What follows belongs to an exercise in optimizing a design on an open flow for small area, a short achievable clock period and few clock cycles; a production flow would make more cautious choices.
Function was checked by simulation only, so behaviour that the tests miss may differ from the original.
Power figures rest on the tool's default switching activity, not on a simulated workload.

$ cat config.mk
export PLATFORM = sky130hd
export DESIGN_NAME = icache_nway
export DESIGN_NICKNAME = icache_nway
export VERILOG_FILES = /design/flow/design.v
export SDC_FILE = /design/flow/constraint.sdc
export NUM_CORES = 8
export LEC_CHECK = 0
export CAP_MARGIN = 20
export CORE_MARGIN = 2
export CORE_UTILIZATION = 55
export CTS_BUF_LIST = sky130_fd_sc_hd__clkbuf_16
export CTS_CLUSTER_DIAMETER = 80
export CTS_CLUSTER_SIZE = 24
export SETUP_SLACK_MARGIN = 4.6
export SLEW_MARGIN = 20
export TNS_END_PERCENT = 5
$ cat constraint.sdc
create_clock -name core_clock -period 9.5 [get_ports {clk}]
set_input_delay 1.9000 -clock core_clock [delete_from_list [all_inputs] [get_ports {clk}]]
set_output_delay 1.9000 -clock core_clock [all_outputs]
set_load 0.01 [all_outputs]
$ cat design.v
module icache_nway #(
    parameter int WAYS = 4,
    parameter int SETS = 8
) (
    input  logic         clk,
    input  logic         rst,
    input  logic         mem_read,
    input  logic [15:0]  mem_address,
    output logic [15:0]  mem_rdata,
    output logic         mem_resp,
    output logic         l2_read,
    output logic [15:0]  l2_address,
    input  logic [127:0] l2_rdata,
    input  logic         l2_resp
    ,
    input  logic         flush
);
    localparam int IW = $clog2(SETS);
    localparam int TW = 12 - IW;
    localparam int WW = $clog2(WAYS);
    localparam int PW = (WAYS == 4) ? 3 : 1;
    logic [SETS-1:0] valid    [WAYS];
    logic [TW-1:0]   tag_arr  [WAYS][SETS];
    logic [127:0]    data_arr [WAYS][SETS];
    logic [PW-1:0]   plru     [SETS];
    logic            fill_st;      
    logic [11:0]     p_line;
    logic [2:0]      p_word;
    logic            p_hit;
    logic [WAYS*SETS-1:0] fill_oh;  
    logic [WW-1:0]   p_way;
    logic [15:0]     p_data;
    logic [WAYS-1:0] p_way_oh;     
    logic [SETS-1:0] a_set_oh;     
    logic [7:0]      a_word_oh;    
    logic [7:0]      f_word_oh;    
    logic            arm_hit;      
    logic            reload;       
    logic            arm_miss;     
    logic            arm_l2;       
    logic [11:0]   in_line;
    logic [2:0]    in_word;
    logic [IW-1:0] p_set, in_set;
    logic          unused_bit;
    assign in_line    = mem_address[15:4];
    assign in_word    = mem_address[3:1];
    assign in_set     = in_line[IW-1:0];
    assign p_set      = p_line[IW-1:0];
    assign unused_bit = mem_address[0];
    logic [SETS-1:0] in_set_oh;
    logic [WAYS-1:0] in_hit_oh;
    logic            in_hit;
    logic [WW-1:0]   in_way;
    logic [TW-1:0]   in_tag_w [WAYS];
    logic [WAYS-1:0] in_val_w;
    always_comb begin
        for (int s = 0; s < SETS; s++) in_set_oh[s] = (in_set == IW'(s));
        in_way = '0;
        for (int w = 0; w < WAYS; w++) begin
            in_tag_w[w] = '0;
            in_val_w[w] = 1'b0;
            for (int s = 0; s < SETS; s++) begin
                in_tag_w[w] = in_tag_w[w] | ({TW{in_set_oh[s]}} & tag_arr[w][s]);
                in_val_w[w] = in_val_w[w] | (in_set_oh[s] & valid[w][s]);
            end
            in_hit_oh[w] = in_val_w[w] && (in_tag_w[w] == in_line[11:IW]);
            if (in_hit_oh[w]) in_way = in_way | WW'(w);
        end
        in_hit = |in_hit_oh;
    end
    logic [11:0]     n_line;
    logic [11:0]     nn_line;
    logic [SETS-1:0] n_set_oh;
    logic [TW-1:0]   n_tag;
    logic [WAYS-1:0] n_hit_oh;
    logic [TW-1:0]   tag_arr_n [WAYS];
    logic            n_hit;
    logic [WW-1:0]   n_way;
    assign n_line = p_line + 12'd1;
    always_comb begin
        n_way = '0;
        for (int w = 0; w < WAYS; w++) begin
            n_hit_oh[w] = 1'b0;
            for (int s = 0; s < SETS; s++)
                n_hit_oh[w] = n_hit_oh[w] | (n_set_oh[s] && valid[w][s]);
            n_hit_oh[w] = n_hit_oh[w] && (n_tag == tag_arr_n[w]);
            if (n_hit_oh[w]) n_way = n_way | WW'(w);
        end
        n_hit = |n_hit_oh;
    end
    always_comb begin
        for (int w = 0; w < WAYS; w++) begin
            tag_arr_n[w] = '0;
            for (int s = 0; s < SETS; s++)
                tag_arr_n[w] = tag_arr_n[w] | ({TW{n_set_oh[s]}} & tag_arr[w][s]);
        end
    end
    logic [WW-1:0] victim, plru_way;
    logic [PW-1:0] plru_upd;
    logic [WW-1:0] acc_way;
    logic [2:0]    pc;
    generate
        if (WAYS == 4) begin : g_tree
            assign pc       = plru[p_set];
            assign plru_way = pc[0] ? {1'b1, pc[2]} : {1'b0, pc[1]};
            always_comb begin
                plru_upd    = pc;
                plru_upd[0] = ~acc_way[1];
                if (acc_way[1]) plru_upd[2] = ~acc_way[0];
                else            plru_upd[1] = ~acc_way[0];
            end
        end else begin : g_bit
            assign pc       = '0;
            assign plru_way = plru[p_set];
            assign plru_upd = ~acc_way;
        end
    endgenerate
    always_comb begin
        victim = plru_way;
        for (int w = WAYS - 1; w >= 0; w--) begin
            if (!valid[w][p_set]) victim = WW'(w);
        end
    end
    logic line_eq, word_eq, fast_hit, start_fill, repoint, fill_done, advance, flush_now;
    logic nx_last;
    assign nx_last    = (p_word == 3'd7);
    assign line_eq    = (in_line == p_line);
    assign word_eq    = (in_word == p_word);
    assign fast_hit   = mem_read && arm_hit && line_eq && word_eq;
    assign start_fill = mem_read && arm_miss && line_eq;
    assign repoint    = mem_read && !fill_st && !reload && !(line_eq && (word_eq || arm_miss));
    assign fill_done  = fill_st && l2_resp;
    assign advance    = fast_hit || fill_done;
    assign acc_way    = fill_st ? victim : p_way;
    assign mem_resp   = mem_read && line_eq && word_eq && (arm_hit || fill_done);
    assign l2_read    = mem_read && line_eq && arm_l2;
    assign l2_address = {p_line, 4'b0000};
    always_comb begin
        mem_rdata = fill_st ? 16'h0000 : p_data;
        for (int k = 0; k < 8; k++)
            mem_rdata = mem_rdata | ({16{f_word_oh[k]}} & l2_rdata[k*16 +: 16]);
    end
    logic [11:0]   p_line_nx;
    logic [2:0]    p_word_nx;
    logic          p_hit_nx, fill_nx, reload_nx;
    logic [WW-1:0] p_way_nx;
    logic [11:0]   a_line_nx;
    logic [2:0]    a_word_nx;
    always_comb begin
        p_line_nx = p_line;
        p_word_nx = p_word;
        p_hit_nx  = p_hit;
        p_way_nx  = p_way;
        fill_nx   = fill_st;
        reload_nx = 1'b0;
        if (start_fill) begin
            fill_nx   = 1'b1;
            p_word_nx = in_word;
        end
        if (fill_done) fill_nx = 1'b0;
        if (repoint) begin
            p_line_nx = in_line;
            p_word_nx = in_word;
            p_hit_nx  = in_hit;
            p_way_nx  = in_way;
            reload_nx = in_hit && nx_last;
        end else if (advance) begin
            p_word_nx = p_word + 3'd1;
            if (nx_last) begin
                p_line_nx = n_line;
                p_hit_nx  = n_hit;
                p_way_nx  = n_way;
            end else if (fill_done) begin
                p_hit_nx  = 1'b1;
                p_way_nx  = victim;
            end
        end
        if (flush_now) begin
            p_hit_nx  = 1'b0;
            reload_nx = 1'b0;
        end
        {a_line_nx, a_word_nx} = {p_line_nx, p_word_nx} + 15'd1;
        nn_line = p_line_nx + 12'd1;
    end
    logic [SETS-1:0] r_set_oh;
    logic [7:0]      in_word_oh, r_word_oh;
    logic [WAYS-1:0] r_way_oh;
    logic [15:0]     set_word [WAYS][8];
    logic [15:0]     way_word [WAYS];
    logic [15:0]     r_data, f_data, p_data_nx;
    logic            to_next;
    always_comb begin
        for (int k = 0; k < 8; k++) in_word_oh[k] = (in_word == 3'(k));
    end
    assign to_next     = nx_last && !reload;
    assign r_set_oh  = to_next ? a_set_oh : in_set_oh;
    assign r_word_oh = (repoint || reload) ? in_word_oh : a_word_oh;
    assign r_way_oh  = repoint ? in_hit_oh : (to_next ? n_hit_oh : p_way_oh);
    always_comb begin
        r_data = '0;
        f_data = '0;
        for (int w = 0; w < WAYS; w++) begin
            way_word[w] = '0;
            for (int k = 0; k < 8; k++) begin
                set_word[w][k] = '0;
                for (int s = 0; s < SETS; s++)
                    set_word[w][k] = set_word[w][k] | ({16{r_set_oh[s]}} & data_arr[w][s][k*16 +: 16]);
                way_word[w] = way_word[w] | ({16{r_word_oh[k]}} & set_word[w][k]);
            end
            r_data = r_data | ({16{r_way_oh[w]}} & way_word[w]);
        end
        for (int k = 0; k < 8; k++) f_data = f_data | ({16{a_word_oh[k]}} & l2_rdata[k*16 +: 16]);
    end
    assign p_data_nx = (fill_done && !nx_last) ? f_data : r_data;
    always_ff @(posedge clk) begin
        if (repoint || reload || advance) p_data <= p_data_nx;
    end
    logic flush_pend;
    assign flush_now = !fill_st && (flush || flush_pend);
    always_ff @(posedge clk or posedge rst) begin
        if (rst) begin
            flush_pend <= 1'b0;
        end else if (fill_st && flush) begin
            flush_pend <= 1'b1;
        end else if (flush_now) begin
            flush_pend <= 1'b0;
        end
    end
    always_ff @(posedge clk or posedge rst) begin
        if (rst) begin
            fill_st   <= 1'b0;
            p_line    <= '0;
            p_word    <= '0;
            p_hit     <= 1'b0;
            p_way     <= '0;
            p_way_oh  <= WAYS'(1);
            a_set_oh  <= SETS'(1);
            a_word_oh <= 8'b0000_0010;
            f_word_oh <= '0;
            arm_hit   <= 1'b0;
            arm_miss  <= 1'b1;
            arm_l2    <= 1'b1;
            reload    <= 1'b0;
            n_set_oh  <= SETS'(2);
            n_tag     <= '0;
            fill_oh   <= '0;
            for (int w = 0; w < WAYS; w++) valid[w] <= '0;
            for (int s = 0; s < SETS; s++) plru[s] <= '0;
        end else begin
            fill_st <= fill_nx;
            p_line  <= p_line_nx;
            p_word  <= p_word_nx;
            p_hit   <= p_hit_nx;
            p_way   <= p_way_nx;
            for (int w = 0; w < WAYS; w++) p_way_oh[w] <= (p_way_nx == WW'(w));
            for (int s = 0; s < SETS; s++) a_set_oh[s] <= (a_line_nx[IW-1:0] == IW'(s));
            for (int k = 0; k < 8; k++) begin
                a_word_oh[k] <= (a_word_nx == 3'(k));
                f_word_oh[k] <= fill_nx && (p_word_nx == 3'(k));
            end
            arm_hit  <= !fill_nx && p_hit_nx && !reload_nx;
            reload   <= reload_nx;
            for (int s = 0; s < SETS; s++) n_set_oh[s] <= (nn_line[IW-1:0] == IW'(s));
            n_tag    <= nn_line[11:IW];
            if (start_fill) begin
                for (int w = 0; w < WAYS; w++)
                    for (int s = 0; s < SETS; s++)
                        fill_oh[w*SETS+s] <= (victim == WW'(w)) && (p_set == IW'(s));
            end else if (fill_done) begin
                fill_oh <= '0;
            end
            arm_miss <= !fill_nx && !p_hit_nx;
            arm_l2   <= fill_nx || !p_hit_nx;
            if (fill_done) valid[victim][p_set] <= 1'b1;
            if (advance) plru[p_set] <= plru_upd;
            if (flush_now) begin
                for (int w = 0; w < WAYS; w++) valid[w] <= '0;
                for (int s = 0; s < SETS; s++) plru[s] <= '0;
            end
        end
    end
    always_ff @(posedge clk) begin
        for (int w = 0; w < WAYS; w++)
            for (int s = 0; s < SETS; s++)
                if (fill_oh[w*SETS+s]) begin
                    tag_arr[w][s]  <= p_line[11:IW];
                    data_arr[w][s] <= l2_rdata;
                end
    end
endmodule
$ cat flow/run.sh
#!/bin/bash
# The standard layout (the standard.sh, standard synthesis unchanged), with the ports
# buffered by buf_4 cells instead of the delay cells buffer_ports picks by default.
set -euo pipefail
bash standard.sh BUFFER_PORTS_ARGS="-buffer_cell sky130_fd_sc_hd__buf_4" finish > flow_make.log 2>&1
$ cat standard.sh
#!/bin/bash
# synth_recipe.tcl (not shown) runs the flow's synth.tcl, then flattens the netlist and writes it again
# the make line also repeats each setting of config.mk as NAME=value (left out here)
make -C /OpenROAD-flow-scripts/flow DESIGN_CONFIG=/design/flow/config.mk WORK_HOME=/design/flow/orfs CLKGATE_MAP_FILE= SYNTH_SCRIPT=/design/flow/synth_recipe.tcl "${@:-finish}"
==> summary.txt, run 1 <==
Outcome
  – Outcome: complete, no violations

Timing
  – Min Hold Slack: 0.510 ns
  – Slew headroom: 0.222
  – Fin crit share: 0.531
  – Slew Viols, Final: 0
  – RSZ-0062 raised after global routing: true
  – Minimum clock period: 5.05 ns
  – Least-Margin Pin Slew: about 1.2 ns
  – TNS Setup: 0 ns
  – Hold Fails Final Rpt: 0
  – Max Freq: 198 MHz
  – Final Skew: 0.0503 ns
  – Endpoints failing setup: 0

GRT
  – Vias in the first global route: 97000
  – Pin count of the biggest net entering global routing: 124
  – First-pass GRT wire length: roughly 770 mm
  – GRT Util Overall: 0.352
  – Grt ovf: 0
  – Initial antenna violation count: 72

Power and ir drop
  – Pleak: approximately 55 nW
  – Total Power: ~35 mW
  – Pwr dens: 192 nW/um^2
  – Peak supply drop: approximately 0.00016 V

Cells and area
  – Non-filler cells in the finished layout: 13700
  – Fill cells: 22600
  – Most common cell after layout, fill and taps aside: edfxtp_1
  – Storage element area: 136000 sq um
  – Layout area overhead: 8.18%
  – Highest-count cells in the layout ignoring fill and taps: edfxtp_1 (4400), a22oi_1 (2561), nand4_1 (594), buf_4 (341), clkbuf_16 (223)
  – Nets: 9635
  – Multi-input logic area: between 30000 and 40000 sq um
  – Layout cells sized above 1: 0.101
  – Final instance area: 184000 sq um

Hold path
  – Worst Hold Class: reg2reg
  – Hold Path End: plru[0][1]$_DFFE_PP0P_
  – Worst Hold Depth: 2
  – Hold path start: plru[0][1]$_DFFE_PP0P_

Critical path
  – Max incr delay on CP: ~0.83 ns
  – Delay-heaviest family, CP: compound AO/OA/AOI/OAI gates
  – R2R Path Start: p_word[0]$_DFF_PP0_
  – Startpoint types: input pin
  – Most common cell type on the critical path: buf_12
  – CP arrival: 5.83 ns
  – Critical path's slowest cell: o21ai_4
  – Crit Reg-Reg Endpoint: p_data[8]$_DFFE_PP_
  – R2r worst-path depth: 13
  – WP data required: 10.29 ns
  – CP Cell Sequence: buf_12, nor2b_1, buf_4, nand2_1, o21ai_4, buf_12, buf_12, a22oi_1, nand4_1, a22oi_1, and4_1, o22a_1, a31oi_1
  – Largest fanout on the critical path: 45
  – Setup crit end kind: flop
  – Flop2flop setup slack: 4.90 ns
  – CP Buf/Inv Count: 4
  – Crit path kind: in2reg

Placement
  – Dpl hpwl: 287 mm
  – Cells after DPL: 13300
  – Placer Congestion: 0.850
  – Area of placed instances: 177000 sq um
  – Input/output buffers: 177

Floorplan
  – I/O pins: 183
  – Initial core utilization: 0.552
  – Die Area: 314000 sq um
  – CORE AREA: 308000 sq um
  – Die Span Y: about 560 microns
  – Die X: approximately 560 microns
  – FP Rows: a little over 200

Clock network
  – Clock-pin slew on the worst setup and hold paths: ~0.090 ns
  – # clock sinks: ~4600
  – TritonCTS clock tree: done
  – Clock Tree Buf Depth: 4
  – Worst skew pair latency: 0.97 ns
  – H-tree depth: 4
  – CTS buffer count: 216
  – Root Buffer: clkbuf_16

Synth
  – Ys async rst share: 0.0345
  – Ranking of synthesized cells by area: edfxtp_1 (78%), a22oi_1 (11%), dfrtp_1 (2.2%)
  – FF+latch count, synth: 4557
  – Netlist cell types: 93
  – Area leader, netlist: edfxtp_1
  – Ys flop type: edfxtp_1
  – Post-synthesis sequential area ratio: 0.800
  – Post-synth EDFFs: 4400
  – Syn Area/Cell: 18.0 sq um
  – Post-Syn Area: 170000 sq um
  – Ys Warns: 9
  – Top-area cell type share of the netlist area: 0.777
  – Cell count after synthesis: between 9000 and 10000

Drt
  – WL met2: 263 mm
  – WL met3: 64.6 mm
  – DRT Pass-1 Iters: 9
  – Via density: between 7 and 8
  – WL/cell: 41.3 microns
  – M1 wire length: 212 mm
  – WL final: 565 mm
  – Post-route ant nets: 0
  – Via count: 101000
  – Highest metal used: met5
  – Drt drc: 0
  – DR iter-0 viols: ~16000

Job
  – Max-Cap Viols: 0
==> flip-flops by register name, indices dropped and copies added, names as in the netlist <==
register / flops
a_word_oh: 8
p_data: 16
arm_miss: 1
arm_l2: 1
fill_st: 1
valid: 32
flush_pend: 1
p_way_oh: 4
fill_oh: 32
n_set_oh: 8
p_way: 2
n_tag: 9
arm_hit: 1
a_set_oh: 8
p_word: 3
p_line: 12
p_hit: 1
tag_arr: 288
reload: 1
data_arr: 4096
f_word_oh: 8
plru: 24
==> kinds of logic after synthesis <==
logic type	synth area share
other cells	0.0000220
xor+xnor	0.00527
simple gates	0.0357
flops	0.800
fa+ha+maj	0.00118
buf+inv	0.0182
compound gates	0.130
mux	0.00992
==> how the worst max path moves through the flow <==
stage | cells after the start | slack [ns] | to | startpoint
after floorplan | 5 | 4.60 | mem_resp | mem_address[12]
after global placement | 12 | 2.79 | p_data[0]$_DFFE_PP_ | mem_address[5]
after CTS | 5 | 4.50 | mem_rdata[7] | l2_rdata[39]
after detailed placement | 12 | 2.79 | p_data[0]$_DFFE_PP_ | mem_address[5]
final | 13 | 4.45 | p_data[14]$_DFFE_PP_ | mem_address[6]
after global routing | 6 | 4.48 | mem_resp | mem_address[5]
==> synthesized netlist by cell type, types with 5 or more instances <==
master,count
a211oi_1,5
nand2b_1,7
o211ai_1,7
a221oi_1,40
nor2_1,116
buf_4,11
buf_2,303
ha_1,16
dfrtp_1,151
and4_1,49
a221o_1,11
and2_1,14
o21ai_0,66
inv_1,24
nor2b_1,13
a22oi_1,2563
nor3_1,18
o21ai_2,5
o22a_1,16
a222oi_1,22
dfstp_2,6
o21ai_1,8
mux2i_1,33
xnor2_1,40
a31oi_1,31
xor2_1,55
mux4_2,40
or2_2,5
mux2_2,32
a22o_1,24
a21oi_1,53
edfxtp_1,4400
buf_6,12
o2bb2ai_2,5
nand3_1,86
buf_1,63
and3_1,10
nand4_1,594
a2bb2oi_1,17
o22ai_1,14
clkbuf_1,273
nor4_1,11
nand2_1,74
==> worst register-to-register path, stage by stage (launching register included) <==
cell	delay, ns
dfrtp_1	0.46
ha_1	0.19
ha_1	0.40
nor2b_2	0.64
nand2_1	0.22
o21ai_4	0.12
buf_12	0.49
buf_4	0.78
a22oi_1	0.13
nand4_1	0.19
a22oi_1	0.12
and4_1	0.31
o22a_1	0.24
a31oi_1	0.16
==> layout make-up <==
| class | count | share of cell area |
|---|---|---|
| antenna | 49 | 0.000666 |
| clock inverter | 48 | 0.00228 |
| timing repair buffer | 472 | 0.0264 |
| tap | 4120 | 0.0280 |
| clock buffer | 219 | 0.0298 |
| multi-input combinational | 4196 | 0.172 |
| inverter | 27 | 0.000578 |
| sequential | 4557 | 0.740 |
==> through the flow <==
stage | util | setup WS (ns)
finish | 0.597 | 4.45
CTS | 0.595 | 4.50
floorplan | - | 4.60
global placement | 0.573 | 2.79
global route | 0.597 | 4.48
detailed placement | 0.573 | 2.79
==> where the power goes <==
part,switching [mW],leakage (nW),internal (mW)
clock network,6.05,2.97,4.32
registers,0.0489,41.6,22.0
logic,2.04,10.8,0.846
==> routing by layer <==
metal | global-route usage | up-vias
met5 | 0 | -
met4 | 0.138 | 22
met3 | 0.0735 | 1144
met2 | 0.550 | 7064
met1 | 0.489 | 53400
li1 | - | 39900
==> what timing repair did <==
item                                    4_1_cts  5_1_grt
gates resized for setup                     114       35
endpoints found under the hold margin         0        0
pin swaps                                    27       16
cloned                                        4        6
hold buffers                                  0        0
buffers inserted                             12        9
endpoints found under the setup margin       35       33
Testbench counts, summed over its fixed seeds: cycles 28,672.
==> run 2, diff against run 1 <==
--- a/config.mk
+++ b/config.mk
@@ -12,4 +12,5 @@
 export CTS_CLUSTER_DIAMETER = 80
 export CTS_CLUSTER_SIZE = 24
+export PLACE_DENSITY = 0.7
 export SETUP_SLACK_MARGIN = 4.6
 export SLEW_MARGIN = 20
==> run 2 against run 1 <==
  * Still clean
  * Area after synthesis unchanged
  * Sequential power barely moved
  * Clock skew decreased by 0.0071 ns
  * Critical path depth fell by 2
  * Register-to-register slack worse by 0.33 ns
  * Via count increased by 0.34%
  * Utilization down 0.098 points
  * Total power is 0.79% lower
  * Count of clock-buffer cells in the layout up 3
  * Critical path type unchanged
  * Largest power group unchanged
  * Highest routed layer unchanged
==> summary.txt, run 2 <==
Outcome
  – Outcome: complete, no violations

Timing
  – Min Hold Slack: 0.514 ns (+0.00384 ns)
  – Final Skew: 0.0432 ns (-0.00710 ns)
  – Slew Viols, Final: 0 (unchanged)
  – RSZ-0062 raised after global routing: true
  – Max Freq: 195 MHz (-1.7%)
  – Hold Fails Final Rpt: 0 (unchanged)
  – Least-Margin Pin Slew: 1.35 ns (+0.183 ns)
  – Slew headroom: 0.0998 (-0.122)
  – Fin crit share: 0.540 (+0.00898)
  – Final WS setup: 4.37 ns (-0.0853 ns)
  – TNS Setup: 0 ns (unchanged)
  – Endpoints failing setup: 0 (unchanged)
  – Minimum clock period: 5.13 ns (+0.0853 ns)

Clock network
  – CTS buffer count: 219 (+1.4%)
  – TritonCTS clock tree: done
  – H-tree depth: 4 (unchanged)
  – Worst skew pair latency: 0.96 ns (about the same)
  – # clock sinks: 4557 (unchanged)
  – Hold buffers post-CTS: 0 (unchanged)
  – Root Buffer: clkbuf_16
  – Clock Tree Buf Depth: 4 (unchanged)
  – Clock-pin slew on the worst setup and hold paths: 0.09 ns (about the same)

Placement
  – Dpl hpwl: 269 mm (-6.3%)
  – Pre-CTS setup slack: 3.04 ns (+0.246 ns)
  – Placer Congestion: 0.852 (+0.18%)
  – Input/output buffers: 177 (unchanged)
  – Cells after DPL: 13300 (-0.27%)
  – Area of placed instances: 176000 sq um (-0.24%)

Critical path
  – CP Buf/Inv Count: 2 (-2)
  – Crit path depth: 11 (-2)
  – Crit path kind: in2reg
  – Max incr delay on CP: 0.68 ns (-0.15 ns)
  – Startpoint types: input pin
  – Flop2flop setup slack: 4.57 ns (-0.33 ns)
  – Delay-heaviest family, CP: compound AO/OA/AOI/OAI gates
  – Setup crit end kind: flop
  – Largest fanout on the critical path: 51 (+13%)
  – R2r worst-path depth: 13 (unchanged)
  – Critical path's slowest cell: a21oi_4
  – CP Cell Sequence: buf_4, xnor2_2, a31oi_2, a21oi_1, a21oi_4, a32o_4, buf_12, a22oi_1, and4_1, o22a_1, a31oi_1
  – WP data required: 10.29 ns (about the same)
  – CP arrival: 5.92 ns (+0.09 ns)

Synth
  – Ys async rst share: 0.0345 (unchanged)
  – Ys flop type: edfxtp_1
  – Area leader, netlist: edfxtp_1
  – FF+latch count, synth: 4557 (unchanged)
  – Post-Syn Area: 170000 sq um (unchanged)
  – Post-synthesis sequential area ratio: 0.800 (unchanged)
  – Netlist cell types: 93 (unchanged)
  – Ranking of synthesized cells by area: edfxtp_1 (78%), a22oi_1 (11%), dfrtp_1 (2.2%)
  – Most numerous cell in the Yosys netlist: edfxtp_1
  – Post-synth EDFFs: 4400 (unchanged)
  – Top-area cell type share of the netlist area: 0.777 (unchanged)
  – Synth top cells by count: edfxtp_1 (4400), a22oi_1 (2563), nand4_1 (594), buf_2 (303), clkbuf_1 (273)
  – Ys Warns: 9 (unchanged)
  – Syn Area/Cell: 18.0 sq um (unchanged)
  – Cell count after synthesis: 9435 (unchanged)

Power and ir drop
  – Clock power frac: 0.289 (-0.004)
  – Pwr dens: 191 nW/um^2 (-0.63%)
  – Seq pwr share: 0.630 (+0.005)
  – Pleak: 55.2 nW (-0.31%)
  – Peak supply drop: 0.000200 V (+22%)
  – P_sw: 7.98 mW (-2.0%)
  – Switching part of the total: 0.227 (-0.00281)
  – Total Power: 35.1 mW (-0.79%)
  – Gate power share: 0.081 (about the same)
  – Pint: 27.1 mW (-0.43%)

GRT
  – GRT Util Overall: 0.327 (-0.0249)
  – Pin count of the biggest net entering global routing: 137 (+10%)
  – Grt ovf: 0 (unchanged)
  – Vias in the first global route: 97700 (+0.70%)
  – First-pass GRT wire length: 731 mm (-5.5%)
  – Initial antenna violation count: 86 (+19%)

Drt
  – Via count: 102000 (+0.34%)
  – Drt drc: 0 (unchanged)
  – Via density: 7.44 (+0.37%)
  – Post-route ant nets: 0 (unchanged)
  – DRT Pass-1 Iters: 8 (-1)
  – DR iter-0 viols: 18300 (+12%)
  – WL final: 529 mm (-6.4%)
  – WL/cell: 38.6 microns (-6.4%)

Floorplan
  – Die X: 560 microns (unchanged)
  – CORE AREA: 308000 sq um (unchanged)
  – Initial core utilization: 0.552 (unchanged)
  – Die Area: 314000 sq um (unchanged)
  – FP Rows: 204 (unchanged)
  – I/O pins: 183 (unchanged)
  – Die Span Y: 560 microns (unchanged)

Cells and area
  – Number of flip-flops under the largest register name: 4096 (unchanged)
  – Layout area overhead: 8.00%
  – Nets: 9603 (-0.33%)
  – Layout cells sized above 1: 0.0975 (-0.00356)
  – Non-filler cells in the finished layout: 13700 (-0.037%)
  – Final instance area: 184000 sq um (-0.16%)
  – Most flop-heavy register: data_arr
  – Most common cell after layout, fill and taps aside: edfxtp_1
  – Highest-count cells in the layout ignoring fill and taps: edfxtp_1 (4400), a22oi_1 (2559), nand4_1 (594), buf_4 (321), clkbuf_16 (227)
  – Post-layout util: 0.596 (-0.000982)
  – Biggest regs: data_arr x4096, tag_arr x288

Hold path
  – Worst Hold Class: reg2reg
  – Worst Hold Depth: 2 (unchanged)

Job
  – Max-Cap Viols: 0 (unchanged)
==> run 2: worst min-delay path, delay by kind of cell (launching register included) <==
family,cells,cell delay (ns)
compound gates,1,0.07
flops,1,0.35
simple gates,1,0.06
==> run 2: area by class of cell <==
| type | instances | area [sq um] |
|---|---|---|
| diodes | 76 | 190 |
| clock buffers | 222 | 5560 |
| clock inverters | 48 | 295 |
| fillers | 22000 | 125000 |
| inverters | 27 | 105 |
| multi-input cells | 4196 | 31800 |
| flip-flops and latches | 4557 | 136000 |
| well taps | 4120 | 5150 |
| repair buffers | 437 | 4450 |
==> run 2: cell families after synthesis <==
logic type | synth area share
fa+ha+maj | 0.00118
mux | 0.00992
other cells | 0.0000220
xor+xnor | 0.00527
simple gates | 0.0357
compound gates | 0.130
flops | 0.800
buf+inv | 0.0182
==> run 2: path summary, 6_finish.rpt <==
| path | endpoint | from |
|---|---|---|
| min | plru[1][1]$_DFFE_PP0P_ | plru[1][1]$_DFFE_PP0P_ |
| min reg2reg | plru[1][1]$_DFFE_PP0P_ | plru[1][1]$_DFFE_PP0P_ |
| max | p_data[7]$_DFFE_PP_ | mem_address[2] |
| min in group asynchronous | plru[1][2]$_DFFE_PP0P_ | rst |
| max reg2reg | p_data[5]$_DFFE_PP_ | p_line[3]$_DFF_PP0_ |
| max in group asynchronous | f_word_oh[7]$_DFF_PP0_ | rst |
==> run 2: what timing repair did <==
item / CTS / global route
gates cloned: 2 / 9
setup endpoints to repair: 43 / 34
pin swaps: 25 / 21
resized for setup: 125 / 35
buffers inserted: 17 / 4
==> run 2: metal layers <==
layer | GRT usage | vias to the layer above | wire length, microns
met2 | 0.490 | 8857 | 238000
met4 | 0.156 | 22 | 28200
met3 | 0.0860 | 1363 | 77800
met5 | 0 | - | 224
met1 | 0.450 | 51700 | 185000
li1 | - | 39900 | -
==> run 2: power by group through the flow <==
stage,registers [mW],clock network (mW),logic [mW]
2_1_floorplan,22.6,0,1.39
3_3_place_gp,22.5,0,2.60
3_5_place_dp,22.5,0,2.65
4_1_cts,22.1,10.2,2.71
5_1_grt,22.1,10.8,2.93
6_report,22.1,10.2,2.83
==> run 3, diff against run 2 <==
--- a/config.mk
+++ b/config.mk
@@ -10,7 +10,6 @@
 export CORE_UTILIZATION = 55
 export CTS_BUF_LIST = sky130_fd_sc_hd__clkbuf_16
-export CTS_CLUSTER_DIAMETER = 80
-export CTS_CLUSTER_SIZE = 24
-export PLACE_DENSITY = 0.7
+export CTS_CLUSTER_DIAMETER = 100
+export CTS_CLUSTER_SIZE = 30
 export SETUP_SLACK_MARGIN = 4.6
 export SLEW_MARGIN = 20
==> run 3 against run 2 <==
  * Total power fell by 2.3%
  * Register-to-register slack gained 0.07 ns
  * Count of clock-buffer cells in the layout is 41 lower
  * Clock power fell by 9%
  * Combinational power rose by 2%
  * Clock skew is 0.00090 ns lower
  * Critical path type unchanged
  * Global-route usage rose by 2.3 points
  * Non-clock buffer count grew 36
  * First-iteration DRC count fell by 11%
  * Final area decreased by 0.47%
  * Largest power group unchanged
==> summary.txt, run 3 <==
Hold path
  – Hold Path End: plru[5][1]$_DFFE_PP0P_
  – Worst Hold Depth: 2 (unchanged)
  – Hold path start: plru[5][1]$_DFFE_PP0P_
  – Worst Hold Class: reg2reg

Timing
  – Slew Viols, Final: 0 (unchanged)
  – Final Skew: 0.0423 ns (-0.000899 ns)
  – Endpoints failing setup: 0 (unchanged)
  – RSZ-0062 raised after global routing: true
  – TNS Setup: 0 ns (unchanged)
  – Max Freq: 198 MHz (+1.8%)
  – Slew headroom: 0.208 (+0.108)
  – Fin crit share: 0.531 (-0.00934)
  – Hold Fails Final Rpt: 0 (unchanged)
  – Minimum clock period: 5.04 ns (-0.0887 ns)
  – Least-Margin Pin Slew: 1.19 ns (-0.163 ns)

Job
  – Max-Cap Viols: 0 (unchanged)

Cells and area
  – Layout area overhead: 7.49%
  – Biggest regs: data_arr x4096, tag_arr x288
  – Layout cells sized above 1: 0.0962 (-0.00133)
  – Final instance area: 183000 sq um (-0.47%)
  – Nets: 9596 (-0.073%)
  – Most flop-heavy register: data_arr
  – Most common cell after layout, fill and taps aside: edfxtp_1
  – Highest-count cells in the layout ignoring fill and taps: edfxtp_1 (4400), a22oi_1 (2562), nand4_1 (594), buf_4 (346), clkbuf_16 (189)
  – Number of flip-flops under the largest register name: 4096 (unchanged)
  – Fill cells: 22700 (+3.4%)
  – Non-filler cells in the finished layout: 13600 (-0.39%)
  – Multi-input logic area: 31700 sq um (-0.18%)
  – Storage element area: 136000 sq um (about the same)

Critical path
  – R2R Path Start: p_line[0]$_DFF_PP0_
  – Crit path kind: in2reg
  – Setup crit end kind: flop
  – Startpoint types: input pin
  – WP data required: 10.27 ns (-0.02 ns)
  – CP arrival: 5.81 ns (-0.11 ns)
  – Crit Reg-Reg Endpoint: p_data[14]$_DFFE_PP_
  – Flop2flop setup slack: 4.64 ns (+0.07 ns)
  – R2r worst-path depth: 11 (-2)
  – Largest fanout on the critical path: 45 (-12%)

GRT
  – Vias in the first global route: 96300 (-1.4%)
  – Grt ovf: 0 (unchanged)
  – Pin count of the biggest net entering global routing: 124 (-9.5%)
  – Initial antenna violation count: 68 (-21%)
  – First-pass GRT wire length: 770 mm (+5.4%)
  – GRT Util Overall: 0.350 (+0.0232)

Clock network
  – Clock-pin slew on the worst setup and hold paths: 0.11 ns (+0.02 ns)
  – Root Buffer: clkbuf_16
  – Worst skew pair latency: 0.94 ns (-0.02 ns)
  – CTS buffer count: 176 (-20%)
  – H-tree depth: 4 (unchanged)
  – Hold buffers post-CTS: 0 (unchanged)
  – TritonCTS clock tree: done
  – Clock Tree Buf Depth: 4 (unchanged)
  – # clock sinks: 4557 (unchanged)

Placement
  – Cells after DPL: 13300 (+0.27%)
  – Dpl hpwl: 287 mm (+6.7%)
  – Placer Congestion: 0.850 (-0.18%)
  – Area of placed instances: 177000 sq um (+0.25%)
  – Input/output buffers: 177 (unchanged)

Synth
  – Most numerous cell in the Yosys netlist: edfxtp_1
  – Ys Warns: 9 (unchanged)
  – Ys flop type: edfxtp_1
  – Area leader, netlist: edfxtp_1
  – Synth top cells by count: edfxtp_1 (4400), a22oi_1 (2563), nand4_1 (594), buf_2 (303), clkbuf_1 (273)
  – Ys async rst share: 0.0345 (unchanged)
  – FF+latch count, synth: 4557 (unchanged)
  – Top-area cell type share of the netlist area: 0.777 (unchanged)
  – Post-synth EDFFs: 4400 (unchanged)
  – Cell count after synthesis: 9435 (unchanged)
  – Post-synthesis sequential area ratio: 0.800 (unchanged)
  – Syn Area/Cell: 18.0 sq um (unchanged)
  – Netlist cell types: 93 (unchanged)
  – Ranking of synthesized cells by area: edfxtp_1 (78%), a22oi_1 (11%), dfrtp_1 (2.2%)
  – Post-Syn Area: 170000 sq um (unchanged)

Outcome
  – Outcome: complete, no violations

Floorplan
  – I/O pins: 183 (unchanged)
  – Die Area: 314000 sq um (unchanged)
  – Initial core utilization: 0.552 (unchanged)
  – Die Span Y: 560 microns (unchanged)
  – FP Rows: 204 (unchanged)
  – CORE AREA: 308000 sq um (unchanged)
  – Die X: 560 microns (unchanged)

Drt
  – Drt drc: 0 (unchanged)
  – WL final: 562 mm (+6.3%)
  – WL/cell: 41.2 microns (+6.7%)
  – Post-route ant nets: 0 (unchanged)
  – DRT Pass-1 Iters: 7 (-1)
  – Via count: 101000 (-1.0%)
  – Via density: 7.39 (-0.63%)
  – DR iter-0 viols: 16200 (-11%)

Power and ir drop
  – Pwr dens: 188 nW/um^2 (-1.8%)
  – Pleak: 54.8 nW (-0.70%)
  – Total Power: 34.3 mW (-2.3%)
  – Peak supply drop: 0.000136 V (-32%)
-- run 3: metrics by stage --
stage	util	worst slack [ns]	hold WS (ns)
floorplan	-	4.60	0.460
global placement	0.573	2.79	0.476
detailed placement	0.573	2.79	0.485
CTS	0.590	4.45	0.510
global route	0.593	4.48	0.547
finish	0.593	4.46	0.513
-- run 3: layout make-up --
| cell class | count | area share |
|---|---|---|
| clock buffer | 181 | 0.0248 |
| clock inverter | 28 | 0.00112 |
| multi-input combinational | 4196 | 0.173 |
| antenna | 47 | 0.000643 |
| sequential | 4557 | 0.745 |
| inverter | 27 | 0.000582 |
| tap | 4120 | 0.0282 |
| timing repair buffer | 473 | 0.0264 |
-- run 3: worst max-delay path: stages --
cell,delay [ns]
buf_12,0.22
nor2b_1,0.35
buf_4,0.29
nand2_1,0.13
o21ai_4,0.81
buf_12,0.39
buf_12,0.34
a22oi_1,0.14
nand4_1,0.27
a22oi_1,0.12
and4_1,0.27
o22a_1,0.23
a31oi_1,0.22
-- run 3: worst max-delay path by stage --
stage | start | endpoint | cells past startpoint
6_report | mem_address[6] | p_data[14]$_DFFE_PP_ | 13
5_1_grt | mem_address[10] | mem_resp | 6
4_1_cts | l2_rdata[35] | mem_rdata[3] | 5
3_5_place_dp | mem_address[5] | p_data[0]$_DFFE_PP_ | 12
3_3_place_gp | mem_address[5] | p_data[0]$_DFFE_PP_ | 12
2_1_floorplan | mem_address[12] | mem_resp | 5
-- run 3: repair_timing --
action | 4_1_cts | 5_1_grt
hold endpoints to repair | 0 | 0
buffers inserted | 13 | 7
pin swaps | 19 | 30
resized for setup | 74 | 72
setup endpoints to repair | 37 | 34
cloned | 2 | 10
-- run 3: routing by layer --
metal  vias to the layer above  routed length, microns  track usage
met5                         -                     238      0.00136
met4                        16                   26200        0.144
met3                      1043                   64000       0.0656
met2                      6751                  260000        0.546
met1                     53200                  212000        0.490
li1                      39800                       -            -
-- run 3: logic make-up (layout without fill, tap and decap cells) --
kind of cell | count (synthesis) | count (layout) | synth area share
buffers and inverters | 689 | 709 | 0.0182
AOI/OAI and AO/OA | 2936 | 2938 | 0.130
other | 1 | 51 | 0.0000220
DFF | 4557 | 4557 | 0.800
muxes | 112 | 114 | 0.00992
xor gates and xnor gates | 99 | 99 | 0.00527
and+or+nand+nor | 1025 | 1025 | 0.0357
adders and majority gates | 16 | 16 | 0.00118
-- run 3: power by group --
group	leakage (nW)	internal, mW	total [mW]	switching [mW]
clock	2.38	3.49	9.31	5.82
sequential	41.6	22.1	22.1	0.0491
combinational	10.9	0.844	2.88	2.04
==> run 4, diff against run 3 <==
--- a/config.mk
+++ b/config.mk
@@ -10,7 +10,6 @@
 export CORE_UTILIZATION = 55
 export CTS_BUF_LIST = sky130_fd_sc_hd__clkbuf_16
-export CTS_CLUSTER_DIAMETER = 100
-export CTS_CLUSTER_SIZE = 30
+export CTS_CLUSTER_DIAMETER = 80
+export CTS_CLUSTER_SIZE = 24
 export SETUP_SLACK_MARGIN = 4.6
 export SLEW_MARGIN = 20
-export TNS_END_PERCENT = 5
==> run 4 against run 3 <==
  * Non-clock buffer count up 36
  * Worst setup slack worse by 0.0080 ns
  * Via count up 0.76%
  * Cell count up 0.68%
==> summary.txt, run 4 <==
Clock network
  – H-tree depth: 4 (unchanged)
  – TritonCTS clock tree: done
  – Root Buffer: clkbuf_16
  – Hold buffers post-CTS: 0 (unchanged)
  – CTS buffer count: 216 (+23%)
  – Worst skew pair latency: 0.96 ns (+0.02 ns)
  – # clock sinks: 4557 (unchanged)
  – Clock Tree Buf Depth: 4 (unchanged)
  – Clock-pin slew on the worst setup and hold paths: 0.09 ns (-0.02 ns)

Cells and area
  – Highest-count cells in the layout ignoring fill and taps: edfxtp_1 (4400), a22oi_1 (2563), nand4_1 (594), buf_4 (324), clkbuf_16 (230)
  – Most common cell after layout, fill and taps aside: edfxtp_1
  – Post-layout util: 0.601 (+0.00783)
  – Biggest regs: data_arr x4096, tag_arr x288
  – Fill cells: 22500 (-1.1%)
  – Most flop-heavy register: data_arr
  – Nets: 9670 (+0.77%)
  – Number of flip-flops under the largest register name: 4096 (unchanged)
  – Storage element area: 136000 sq um (about the same)
  – Multi-input logic area: 31700 sq um (about the same)
  – Layout area overhead: 8.91%
  – Layout cells sized above 1: 0.104 (+0.00828)
  – Non-filler cells in the finished layout: 13700 (+0.68%)
  – Final instance area: 185000 sq um (+1.3%)

Drt
  – Drt drc: 0 (unchanged)
  – WL final: 565 mm (+0.53%)
  – Post-route ant nets: 0 (unchanged)
  – Via count: 102000 (+0.76%)
  – DR iter-0 viols: 16300 (+0.29%)
  – DRT Pass-1 Iters: 7 (unchanged)
  – WL/cell: 41.2 microns (-0.14%)
  – Via density: 7.40 (about the same)

Synth
  – Top-area cell type share of the netlist area: 0.777 (unchanged)
  – Synth top cells by count: edfxtp_1 (4400), a22oi_1 (2563), nand4_1 (594), buf_2 (303), clkbuf_1 (273)
  – Ys async rst share: 0.0345 (unchanged)
  – Netlist cell types: 93 (unchanged)
  – FF+latch count, synth: 4557 (unchanged)
  – Post-synth EDFFs: 4400 (unchanged)
  – Post-Syn Area: 170000 sq um (unchanged)
  – Ys flop type: edfxtp_1
  – Ranking of synthesized cells by area: edfxtp_1 (78%), a22oi_1 (11%), dfrtp_1 (2.2%)
  – Syn Area/Cell: 18.0 sq um (unchanged)
  – Cell count after synthesis: 9435 (unchanged)
  – Post-synthesis sequential area ratio: 0.800 (unchanged)
  – Ys Warns: 9 (unchanged)
  – Area leader, netlist: edfxtp_1
  – Most numerous cell in the Yosys netlist: edfxtp_1

Floorplan
  – Die X: 560 microns (unchanged)
  – I/O pins: 183 (unchanged)
  – Die Span Y: 560 microns (unchanged)
  – CORE AREA: 308000 sq um (unchanged)
  – FP Rows: 204 (unchanged)
  – Initial core utilization: 0.552 (unchanged)
  – Die Area: 314000 sq um (unchanged)

Power and ir drop
  – Seq pwr share: 0.624 (-0.021)
  – Pwr dens: 191 nW/um^2 (+1.9%)
  – Peak supply drop: 0.000162 V (+19%)
  – Clock power frac: 0.293 (+0.022)
  – P_sw: 8.14 mW (+3.0%)
  – Pint: 27.3 mW (+3.4%)
  – Switching part of the total: 0.230 (-0.000631)
  – Pleak: 56.0 nW (+2.1%)
  – Gate power share: 0.083 (about the same)

Placement
  – Placer Congestion: 0.850 (unchanged)
  – Dpl hpwl: 287 mm (unchanged)
  – Area of placed instances: 177000 sq um (unchanged)
  – Input/output buffers: 177 (unchanged)
  – Pre-CTS setup slack: 2.79 ns (unchanged)
  – Cells after DPL: 13300 (unchanged)

Critical path
  – WP data required: 7.60 ns (-2.67 ns)
  – Flop2flop setup slack: 4.88 ns (+0.24 ns)
  – CP arrival: 3.15 ns (-2.66 ns)
  – Startpoint types: input pin
  – Crit path kind: in2out
  – Largest fanout on the critical path: 12 (-73%)
  – Setup crit end kind: primary output

Timing
  – Final WS setup: 4.45 ns (-0.00802 ns)
  – Final Skew: 0.0408 ns (-0.00158 ns)
  – Fin crit share: 0.532 (+0.000844)
  – Slew Viols, Final: 0 (unchanged)
  – RSZ-0062 raised after global routing: true
  – Endpoints failing setup: 0 (unchanged)
  – Slew headroom: 0.218 (+0.00960)
  – Minimum clock period: 5.05 ns (+0.00802 ns)
  – Max Freq: 198 MHz (-0.16%)
  – TNS Setup: 0 ns (unchanged)
  – Least-Margin Pin Slew: 1.17 ns (-0.0144 ns)
  – Hold Fails Final Rpt: 0 (unchanged)

GRT
  – Pin count of the biggest net entering global routing: 124 (unchanged)
  – Grt ovf: 0 (unchanged)
  – GRT Util Overall: 0.354 (+0.00404)
  – First-pass GRT wire length: 778 mm (+1.1%)
  – Vias in the first global route: 97100 (+0.81%)
  – Initial antenna violation count: 58 (-15%)

Job
  – Max-Cap Viols: 0 (unchanged)

Outcome
  – Outcome: complete, no violations

Hold path
  – Worst Hold Class: reg2reg
[run 4: area by class of cell]
class | instances | share of cell area
diodes | 47 | 0.000635
multi-input cells | 4194 | 0.171
repair buffers | 509 | 0.0327
flip-flops and latches | 4557 | 0.735
well taps | 4120 | 0.0278
inverters | 27 | 0.000574
clock inverters | 48 | 0.00227
clock buffers | 219 | 0.0296
[run 4: worst paths after layout]
| check | startpoint | to | cells after the start |
|---|---|---|---|
| setup reg to reg | p_word[0]$_DFF_PP0_ | p_data[15]$_DFFE_PP_ | 13 |
| hold reg to reg | plru[5][1]$_DFFE_PP0P_ | plru[5][1]$_DFFE_PP0P_ | 2 |
| max in group asynchronous | rst | fill_oh[24]$_DFFE_PP0P_ | 4 |
| min in group asynchronous | rst | plru[5][0]$_DFFE_PP0P_ | 3 |
| hold / removal | plru[5][1]$_DFFE_PP0P_ | plru[5][1]$_DFFE_PP0P_ | 2 |
| setup / recovery | l2_rdata[39] | mem_rdata[7] | 5 |
[run 4: what timing repair did]
action,in CTS,in global routing
hold endpoints to repair,0,0
gates cloned,17,11
resized for setup,216,49
endpoints found under the setup margin,35,28
pin swaps,36,29
buffers inserted,19,19
[run 4: stage by stage]
| step | hold WS [ns] | power, mW |
|---|---|---|
| 6_report | 0.510 | 35.4 |
| 5_1_grt | 0.542 | 36.2 |
| 4_1_cts | 0.506 | 35.4 |
| 3_5_place_dp | 0.485 | 25.3 |
| 3_3_place_gp | 0.476 | 25.2 |
| 2_1_floorplan | 0.460 | 23.9 |
[run 4: power groups by stage]
stage	clock network, mW	registers [mW]	logic, mW
finish	10.4	22.1	2.94
global route	11.1	22.1	3.05
CTS	10.4	22.1	2.84
detailed placement	0	22.5	2.74
global placement	0	22.5	2.70
floorplan	0	22.6	1.39
[run 4: layer usage]
metal / part of all wire / GRT usage / up-vias
met5: 0.00017 / 0 / -
met4: 0.044 / 0.140 / 14
met3: 0.12 / 0.0749 / 1081
met2: 0.47 / 0.552 / 7001
met1: 0.38 / 0.493 / 53500
li1: - / - / 40000
[run 4: cells by family (layout without fill, tap and decap cells)]
kind of cell,count (synthesis),after routing,synth area share
flip-flops,4557,4557,0.800
buffers and inverters,689,803,0.0182
other,1,51,0.0000220
AND/OR/NAND/NOR,1025,1025,0.0357
multiplexers,112,114,0.00992
adder cells (fa/ha/maj),16,16,0.00118
XOR/XNOR,99,99,0.00527
AO/OA/AOI/OAI,2936,2936,0.130
[run 4: critical path, stage by stage]
cell and delay, ns:
buf_16 0.15, a22o_1 0.21, a221oi_2 0.26, nand3_4 0.33
buf_6 0.25
==> run 5, diff against run 4 <==
==> run.sh (new file) <==
#!/bin/bash
# synth_recipe.tcl (not shown) runs the flow's synth.tcl, then flattens the netlist and writes it again
# the make line also repeats each setting of config.mk as NAME=value (left out here)
make -C /OpenROAD-flow-scripts/flow DESIGN_CONFIG=/design/flow/config.mk WORK_HOME=/design/flow/orfs CLKGATE_MAP_FILE= SYNTH_SCRIPT=/design/flow/synth_recipe.tcl finish
removed: flow/run.sh
removed: standard.sh
==> run 5 against run 4 <==
  * Largest cell class unchanged
  * Utilization rose by 1.9 points
  * Sequential share of layout area fell by 2.3 points
  * Still clean on timing, DRC and antenna
  * Worst setup slack got worse by 0.25 ns
  * Critical path depth did not move
  * Via count rose by 3.3%
  * Wire length rose by 6.1%
  * Die area did not move
  * Count of clock-buffer cells in the layout rose by 1
  * Fmax fell by 4.7%
==> summary.txt, run 5 <==
Timing
  – Max Freq: 189 MHz (-4.7%)
  – RSZ-0062 raised after global routing: true
  – Endpoints failing setup: 0 (unchanged)
  – Least-Margin Pin Slew: 1.23 ns (+0.0594 ns)
  – Final Skew: 0.0577 ns (+0.0170 ns)
  – Fin crit share: 0.558 (+0.0264)
  – Slew Viols, Final: 0 (unchanged)
  – Minimum clock period: 5.30 ns (+0.251 ns)
  – Hold Fails Final Rpt: 0 (unchanged)
  – TNS Setup: 0 ns (unchanged)
  – Slew headroom: 0.178 (-0.0396)

Cells and area
  – Number of flip-flops under the largest register name: 4096 (unchanged)
  – Nets: 9978 (+3.2%)
  – Highest-count cells in the layout ignoring fill and taps: edfxtp_1 (4400), a22oi_1 (2547), nand4_1 (594), buf_4 (365), clkbuf_16 (220)
  – Final instance area: 191000 sq um (+3.2%)
  – Most flop-heavy register: data_arr
  – Most common cell after layout, fill and taps aside: edfxtp_1
  – Biggest regs: data_arr x4096, tag_arr x288
  – Layout area overhead: 12.4%
  – Layout cells sized above 1: 0.133 (+0.0280)

Floorplan
  – Die Area: 314000 sq um (unchanged)
  – Die Span Y: 560 microns (unchanged)
  – Die X: 560 microns (unchanged)
  – CORE AREA: 308000 sq um (unchanged)
  – I/O pins: 183 (unchanged)
  – FP Rows: 204 (unchanged)
  – Initial core utilization: 0.552 (unchanged)

Power and ir drop
  – Pwr dens: 187 nW/um^2 (-2.0%)
  – Pleak: 59.2 nW (+5.8%)
  – Total Power: 35.8 mW (+1.2%)
  – Peak supply drop: 0.000160 V (-1.4%)

Critical path
  – Most common cell type on the critical path: buf_12
  – Critical path's slowest cell: a222oi_1
  – WP data required: 7.60 ns (about the same)
  – Max incr delay on CP: 0.65 ns (+0.32 ns)
  – CP Cell Sequence: buf_12, buf_12, a222oi_1, nand3_4, buf_6
  – Crit path depth: 5 (unchanged)
  – CP Buf/Inv Count: 3 (+1)
  – Crit path kind: in2out
  – Largest fanout on the critical path: 2 (-10)
  – R2r worst-path depth: 11 (-2)
  – Delay-heaviest family, CP: compound AO/OA/AOI/OAI gates
  – Startpoint types: input pin
  – CP arrival: 3.40 ns (+0.25 ns)
  – Setup crit end kind: primary output

Outcome
  – Outcome: complete, no violations

Drt
  – DRT Pass-1 Iters: 6 (-1)
  – DR iter-0 viols: 18900 (+16%)
  – Via count: 105000 (+3.3%)
  – Post-route ant nets: 0 (unchanged)
  – WL final: 599 mm (+6.1%)
  – WL/cell: 42.7 microns (+3.8%)
  – Drt drc: 0 (unchanged)
  – Via density: 7.48 (+1.0%)

Synth
  – Synth top cells by count: edfxtp_1 (4400), a22oi_1 (2563), nand4_1 (594), buf_2 (303), clkbuf_1 (273)
  – Ys Warns: 9 (unchanged)
  – Post-synthesis mux area share: 0.00992 (unchanged)
  – Top-area cell type share of the netlist area: 0.777 (unchanged)
  – Most numerous cell in the Yosys netlist: edfxtp_1
  – Simple-gate share of the synthesized area: 0.0357 (unchanged)
  – Syn Area/Cell: 18.0 sq um (unchanged)
  – Post-Synth Adder-Cell Area: 0.00118 (unchanged)
  – Synth Area in XOR/XNOR: 0.00527 (unchanged)
  – Area leader, netlist: edfxtp_1
  – Netlist cell types: 93 (unchanged)
  – Post-synth EDFFs: 4400 (unchanged)
  – Compound-Gate Fraction of Synth Area: 0.130 (unchanged)
  – Ys flop type: edfxtp_1
  – Cell count after synthesis: 9435 (unchanged)
  – Largest family of logic cells by synthesized area: compound AO/OA/AOI/OAI gates
  – Ranking of synthesized cells by area: edfxtp_1 (78%), a22oi_1 (11%), dfrtp_1 (2.2%)
  – Ys async rst share: 0.0345 (unchanged)
  – Post-synthesis sequential area ratio: 0.800 (unchanged)
  – Post-Syn Area: 170000 sq um (unchanged)
  – FF+latch count, synth: 4557 (unchanged)

GRT
  – Initial antenna violation count: 46 (-21%)
  – Vias in the first global route: 98500 (+1.4%)
  – GRT Util Overall: 0.376 (+0.0218)
  – Pin count of the biggest net entering global routing: 125 (+0.81%)
  – First-pass GRT wire length: 814 mm (+4.7%)
  – Grt ovf: 0 (unchanged)

Placement
  – Area of placed instances: 178000 sq um (+0.74%)
  – Input/output buffers: 177 (unchanged)
  – Placer Congestion: 0.841 (-1.1%)
  – Dpl hpwl: 283 mm (-1.4%)

Hold path
  – Worst Hold Class: reg2reg
  – Worst Hold Depth: 2 (unchanged)

Clock network
  – Clock Tree Buf Depth: 4 (unchanged)
  – Root Buffer: clkbuf_16
  – Worst skew pair latency: 0.99 ns (+0.03 ns)
  – Clock-pin slew on the worst setup and hold paths: 0.09 ns (about the same)
  – CTS buffer count: 215 (-0.46%)
  – # clock sinks: 4557 (unchanged)
  – TritonCTS clock tree: done
  – H-tree depth: 4 (unchanged)

Job
  – Max-Cap Viols: 0 (unchanged)
[run 5: cell families (layout without fill, tap and decap cells)]
logic type      Yosys count  in the layout
fa+ha+maj                16             16
other cells               1             45
xor+xnor                 99             99
flops                  4557           4557
compound gates         2936           2940
mux                     112            116
simple gates           1025           1025
buf+inv                 689           1107
[run 5: per-stage QoR]
stage               setup WS, ns  utilization  hold WS [ns]  std cells
global route                4.26        0.620         0.526      14000
floorplan                   4.60            -         0.460       9438
finish                      4.20        0.620         0.517      14000
global placement            2.57        0.578         0.475      13500
CTS                         4.25        0.618         0.512      14000
detailed placement          2.55        0.578         0.490      13500
[run 5: cell type report]
type,count,area (sq um)
Clock buffer,220,5510
Timing Repair Buffer,812,11600
Sequential cell,4557,136000
Inverter,27,111
Multi-Input combinational cell,4200,32200
Antenna cell,41,103
Tap cell,4120,5150
Fill cell,21900,117000
Clock inverter,48,349
[run 5: final timing paths]
kind / start / end / slack (ns)
worst min register to register: plru[0][2]$_DFFE_PP0P_ / plru[0][2]$_DFFE_PP0P_ / 0.52
min in group asynchronous: rst / valid[0][6]$_DFFE_PP0P_ / 1.43
worst max-delay path: l2_rdata[71] / mem_rdata[7] / 4.20
worst min-delay path: plru[0][2]$_DFFE_PP0P_ / plru[0][2]$_DFFE_PP0P_ / 0.52
max in group asynchronous: rst / fill_oh[15]$_DFFE_PP0P_ / 6.66
worst max register to register: n_set_oh[2]$_DFF_PP0_ / p_data[11]$_DFFE_PP_ / 4.52
[run 5: report_power, final]
| part | switching (mW) | internal [mW] |
|---|---|---|
| clock | 6.07 | 4.26 |
| sequential | 0.0605 | 22.0 |
| combinational | 2.26 | 1.16 |
[run 5: tightest hold or removal path, stage by stage, from the launching register on]
cell	delay, ns
dfrtp_1	0.35
nand3_1	0.06
o21ai_0	0.07
[run 5: metal layers]
layer,vias up,part of all wire,wire length (microns),GRT usage
met5,-,0.000067,40,0.00377
met4,6,0.053,31800,0.168
li1,40700,-,-,-
met3,1199,0.13,79400,0.0833
met2,8558,0.45,271000,0.570
met1,54400,0.36,217000,0.527
[run 5: timing repair]
item                       in CTS  in global routing
hold endpoints to repair        0                  0
setup endpoints to repair      65                 32
gates cloned                  110                  1
hold buffers                    0                  0
gates resized for setup      1322                 52
pin swaps                      75                 42
buffers inserted              122                 26
==> run 6, diff against run 5 <==
==> flow/run.sh (new file) <==
#!/bin/bash
# The standard layout (the standard.sh, standard synthesis unchanged), with the ports
# buffered by buf_4 cells instead of the delay cells buffer_ports picks by default, and the
# timing repair after global routing run with 45% slower wire estimates (flow/grt_rc.tcl).
set -euo pipefail
bash standard.sh BUFFER_PORTS_ARGS="-buffer_cell sky130_fd_sc_hd__buf_4" \
    PRE_GLOBAL_ROUTE_TCL="$PWD/flow/grt_rc.tcl" finish > flow_make.log 2>&1
==> flow/grt_rc.tcl (new file) <==
# Sourced before global routing: the repair after global routing sees wires 45% slower
# than the platform's estimate, since detailed routing makes the long select and data nets
# slower than global routing estimates them. Later steps use the platform's values again.
set_layer_rc -layer li1 -capacitance [expr {1.45 * 1.499e-04}] -resistance [expr {1.45 * 7.176e-02}]
set_layer_rc -layer met1 -capacitance [expr {1.45 * 1.72375E-04}] -resistance [expr {1.45 * 8.929e-04}]
set_layer_rc -layer met2 -capacitance [expr {1.45 * 1.36233E-04}] -resistance [expr {1.45 * 8.929e-04}]
set_layer_rc -layer met3 -capacitance [expr {1.45 * 2.14962E-04}] -resistance [expr {1.45 * 1.567e-04}]
set_layer_rc -layer met4 -capacitance [expr {1.45 * 1.48128E-04}] -resistance [expr {1.45 * 1.567e-04}]
set_layer_rc -layer met5 -capacitance [expr {1.45 * 1.54087E-04}] -resistance [expr {1.45 * 1.781e-05}]
set_wire_rc -signal -layer met1
set_wire_rc -clock -layer met3
==> standard.sh (new file) <==
#!/bin/bash
# synth_recipe.tcl (not shown) runs the flow's synth.tcl, then flattens the netlist and writes it again
# the make line also repeats each setting of config.mk as NAME=value (left out here)
make -C /OpenROAD-flow-scripts/flow DESIGN_CONFIG=/design/flow/config.mk WORK_HOME=/design/flow/orfs CLKGATE_MAP_FILE= SYNTH_SCRIPT=/design/flow/synth_recipe.tcl "${@:-finish}"
--- a/config.mk
+++ b/config.mk
@@ -14,2 +14,3 @@
 export SETUP_SLACK_MARGIN = 4.6
 export SLEW_MARGIN = 20
+export TNS_END_PERCENT = 5
removed: run.sh
==> run 6 against run 5 <==
  * The layout now fails its checks (antenna violations)
  * Sequential power about the same
  * Area after synthesis unchanged
  * Combinational power down 15%
  * Fmax up 5.3%
  * First-iteration DRC count down 13%
  * Utilization down 2.0 points
  * Global-route usage down 2.4 points
  * Wire length down 6.5%
  * Sequential share of layout area up 2.3 points
  * Synthesized cell count unchanged
  * Critical path depth unchanged
  * Cell count down 2.1%
  * Critical path type unchanged
  * Largest cell class unchanged
==> summary.txt, run 6 <==
Timing
  – Least-Margin Pin Slew: 1.01 ns (-0.221 ns)
  – Fin crit share: 0.530 (-0.0282)
  – TNS Setup: 0 ns (unchanged)
  – Final Skew: 0.0433 ns (-0.0144 ns)
  – Hold Fails Final Rpt: 0 (unchanged)
  – Endpoints failing setup: 0 (unchanged)
  – Minimum clock period: 5.03 ns (-0.268 ns)
  – Max Freq: 199 MHz (+5.3%)
  – Slew Viols, Final: 0 (unchanged)
  – Slew headroom: 0.325 (+0.147)
  – RSZ-0062 raised after global routing: true

Synth
  – Most numerous cell in the Yosys netlist: edfxtp_1
  – FF+latch count, synth: 4557 (unchanged)
  – Post-Syn Area: 170000 sq um (unchanged)
  – Ys Warns: 9 (unchanged)
  – Top-area cell type share of the netlist area: 0.777 (unchanged)
  – Synth top cells by count: edfxtp_1 (4400), a22oi_1 (2563), nand4_1 (594), buf_2 (303), clkbuf_1 (273)
  – Syn Area/Cell: 18.0 sq um (unchanged)
  – Ys flop type: edfxtp_1
  – Post-synth EDFFs: 4400 (unchanged)
  – Ranking of synthesized cells by area: edfxtp_1 (78%), a22oi_1 (11%), dfrtp_1 (2.2%)
  – Cell count after synthesis: 9435 (unchanged)
  – Area leader, netlist: edfxtp_1
  – Netlist cell types: 93 (unchanged)
  – Ys async rst share: 0.0345 (unchanged)
  – Post-synthesis sequential area ratio: 0.800 (unchanged)

GRT
  – Grt ovf: 0 (unchanged)
  – First-pass GRT wire length: 773 mm (-5.0%)
  – Met3 usage: 0.0734 (-0.00991)
  – GRT Util Overall: 0.352 (-0.0242)
  – Vias in the first global route: 97000 (-1.5%)
  – Global Route met2 Usage: 0.550 (-0.0206)
  – Gr busiest metal: met2
  – Initial antenna violation count: 71 (+54%)
  – Met1 Resource Use GR: 0.489 (-0.0374)
  – Pin count of the biggest net entering global routing: 124 (-0.80%)

Hold path
  – Worst Hold Depth: 2 (unchanged)
  – Worst Hold Class: reg2reg

Clock network
  – CTS buffer count: 216 (+0.47%)
  – Worst skew pair latency: 0.97 ns (-0.02 ns)
  – # clock sinks: 4557 (unchanged)
  – TritonCTS clock tree: done
  – Hold buffers post-CTS: 0 (unchanged)
  – Clock Tree Buf Depth: 4 (unchanged)
  – H-tree depth: 4 (unchanged)
  – Clock-pin slew on the worst setup and hold paths: 0.09 ns (about the same)
  – Root Buffer: clkbuf_16

Job
  – Max-Cap Viols: 0 (unchanged)

Placement
  – Input/output buffers: 177 (unchanged)
  – Cells after DPL: 13300 (-0.86%)
  – Placer Congestion: 0.850 (+1.2%)
  – Area of placed instances: 177000 sq um (-0.73%)
  – Dpl hpwl: 287 mm (+1.4%)

Critical path
  – Largest fanout on the critical path: 34 (+32)
  – Crit path kind: in2out
  – Crit path depth: 5 (unchanged)
  – R2r worst-path depth: 11 (unchanged)
  – Startpoint types: input pin
  – Setup crit end kind: primary output
  – Delay-heaviest family, CP: compound AO/OA/AOI/OAI gates
  – CP Cell Sequence: buf_4, a22o_1, a221oi_2, nand3_4, buf_6
  – Critical path's slowest cell: a221oi_2
  – CP arrival: 3.13 ns (-0.27 ns)
  – WP data required: 7.60 ns (about the same)
  – CP Buf/Inv Count: 2 (-1)
  – Max incr delay on CP: 0.29 ns (-0.36 ns)

Cells and area
  – Biggest regs: data_arr x4096, tag_arr x288
  – Layout cells sized above 1: 0.107 (-0.0259)
  – Final instance area: 185000 sq um (-3.2%)
  – Non-filler cells in the finished layout: 13700 (-2.1%)
  – Highest-count cells in the layout ignoring fill and taps: edfxtp_1 (4400), a22oi_1 (2555), nand4_1 (594), buf_4 (328), clkbuf_16 (224)
  – Fill cells: 22500 (+2.8%)
  – Most common cell after layout, fill and taps aside: edfxtp_1
  – Nets: 9681 (-3.0%)
  – Layout area overhead: 8.89%
  – Most flop-heavy register: data_arr
  – Number of flip-flops under the largest register name: 4096 (unchanged)

Outcome
  – Failing Checks: antenna violations
  – Outcome: failed layout checks

Floorplan
  – Die X: 560 microns (unchanged)
  – FP Rows: 204 (unchanged)
  – I/O pins: 183 (unchanged)
  – Die Span Y: 560 microns (unchanged)
  – Initial core utilization: 0.552 (unchanged)
  – Die Area: 314000 sq um (unchanged)
  – CORE AREA: 308000 sq um (unchanged)

Drt
  – Via density: 7.38 (-1.3%)
  – Post-route ant nets: 2 (+2)
  – DRT Pass-1 Iters: 8 (+2)
  – DR iter-0 viols: 16400 (-13%)
  – Via count: 101000 (-3.4%)
  – Drt drc: 0 (unchanged)
  – WL/cell: 40.8 microns (-4.5%)
  – WL final: 561 mm (-6.5%)

Power and ir drop
  – Pwr dens: 191 nW/um^2 (+1.9%)
  – Pleak: 55.9 nW (-5.6%)
  – Peak supply drop: 0.000164 V (+2.9%)
==> run 6: cell counts after synthesis <==
No cell type changed its count.
==> run 6: per-layer routing <==
metal,part of all wire,vias up,routed length [microns]
li1,-,40000,-
met4,0.045,22,25400
met3,0.11,1120,64000
met2,0.46,6915,260000
met5,0.00026,-,148
met1,0.38,53300,212000
==> run 6: cells by family (layout without fill, tap and decap cells) <==
group / Yosys count / count (layout) / synth area share
DFF: 4557 / 4557 / 0.800
AOI/OAI and AO/OA: 2936 / 2936 / 0.130
and+or+nand+nor: 1025 / 1025 / 0.0357
buffers and inverters: 689 / 813 / 0.0182
muxes: 112 / 115 / 0.00992
xor gates and xnor gates: 99 / 99 / 0.00527
adders and majority gates: 16 / 16 / 0.00118
other: 1 / 55 / 0.0000220
==> run 6: worst paths after layout <==
| path | slack [ns] | start | end |
|---|---|---|---|
| max | 4.47 | l2_rdata[37] | mem_rdata[5] |
| min | 0.51 | plru[5][1]$_DFFE_PP0P_ | plru[5][1]$_DFFE_PP0P_ |
| max reg2reg | 5.24 | n_set_oh[1]$_DFF_PP1_ | p_data[14]$_DFFE_PP_ |
| min reg2reg | 0.51 | plru[5][1]$_DFFE_PP0P_ | plru[5][1]$_DFFE_PP0P_ |
| max in group asynchronous | 7.05 | rst | fill_oh[24]$_DFFE_PP0P_ |
| min in group asynchronous | 1.19 | rst | valid[1][1]$_DFFE_PP0P_ |
==> run 6: area by class of cell <==
type / instances / area, sq um / area share
Clock inverter: 48 / 420 / 0.00227
Antenna cell: 51 / 128 / 0.000689
Inverter: 27 / 108 / 0.000581
Sequential cell: 4557 / 136000 / 0.735
Multi-Input combinational cell: 4195 / 31700 / 0.171
Timing Repair Buffer: 519 / 6030 / 0.0326
Tap cell: 4120 / 5150 / 0.0278
Clock buffer: 219 / 5480 / 0.0296
==> run 6: worst min-delay path, stage by stage, from the launching register on <==
cell,delay [ns]
dfrtp_1,0.35
nand3_1,0.06
o21ai_0,0.06
==> run 6: power by group <==
part / switching (mW) / total, mW / internal (mW)
registers: 0.0465 / 22.1 / 22.0
logic: 2.04 / 2.91 / 0.868
clock network: 6.05 / 10.4 / 4.32
==> run 6: per-stage QoR <==
stage,worst slack [ns],hold slack [ns],power (mW),utilization
finish,4.47,0.510,35.4,0.601
floorplan,4.60,0.460,23.9,-
detailed placement,2.79,0.485,25.3,0.573
global route,4.32,0.570,38.3,0.600
global placement,2.79,0.476,25.2,0.573
CTS,4.50,0.506,35.3,0.595
==> run 6: what timing repair did <==
action,CTS,global route
pin swaps,27,29
gates cloned,4,5
setup buffers,12,25
gates resized for setup,114,70
endpoints found under the setup margin,35,58

[static timing again, ports no longer ideal]
The flow's constraints put no driver on any port. The routed layouts listed below were extracted and timed again, unchanged, in two steps. Step 1: set_driving_cell puts a clkbuf_16 on clk and a buf_2 on each other input, an assumption about the parent block. Step 2 also shifts input and output timing later by t, the mid clock arrival at the registers, as if the neighbouring blocks saw the same clock. Slacks: ideal ports / drivers / drivers and shift; pairs: ideal ports / drivers.
run	t, ns	slack for setup (ns)	worst setup path after step 2	latest minus earliest clock arrival (ns)	cell pins on the clock port's net
run 1	1.056	4.454 / 4.223 / 3.349	input to register	0.052 / 0.052	1
run 2	1.046	4.369 / 4.252 / 3.298	input to register	0.049 / 0.049	1
run 3	1.031	4.458 / 4.230 / 3.427	input to register	0.047 / 0.047	1
run 4	1.050	4.450 / 4.229 / 3.383	input to register	0.046 / 0.046	1
run 5	1.072	4.199 / 4.105 / 3.415	input to register	0.064 / 0.064	1
run 6	1.058	4.467 / 4.226 / 3.760	input to register	0.046 / 0.047	1
For run 1, which loses most, drivers alone change the setup slack by -0.231 ns; drivers and shift together by -1.105 ns.
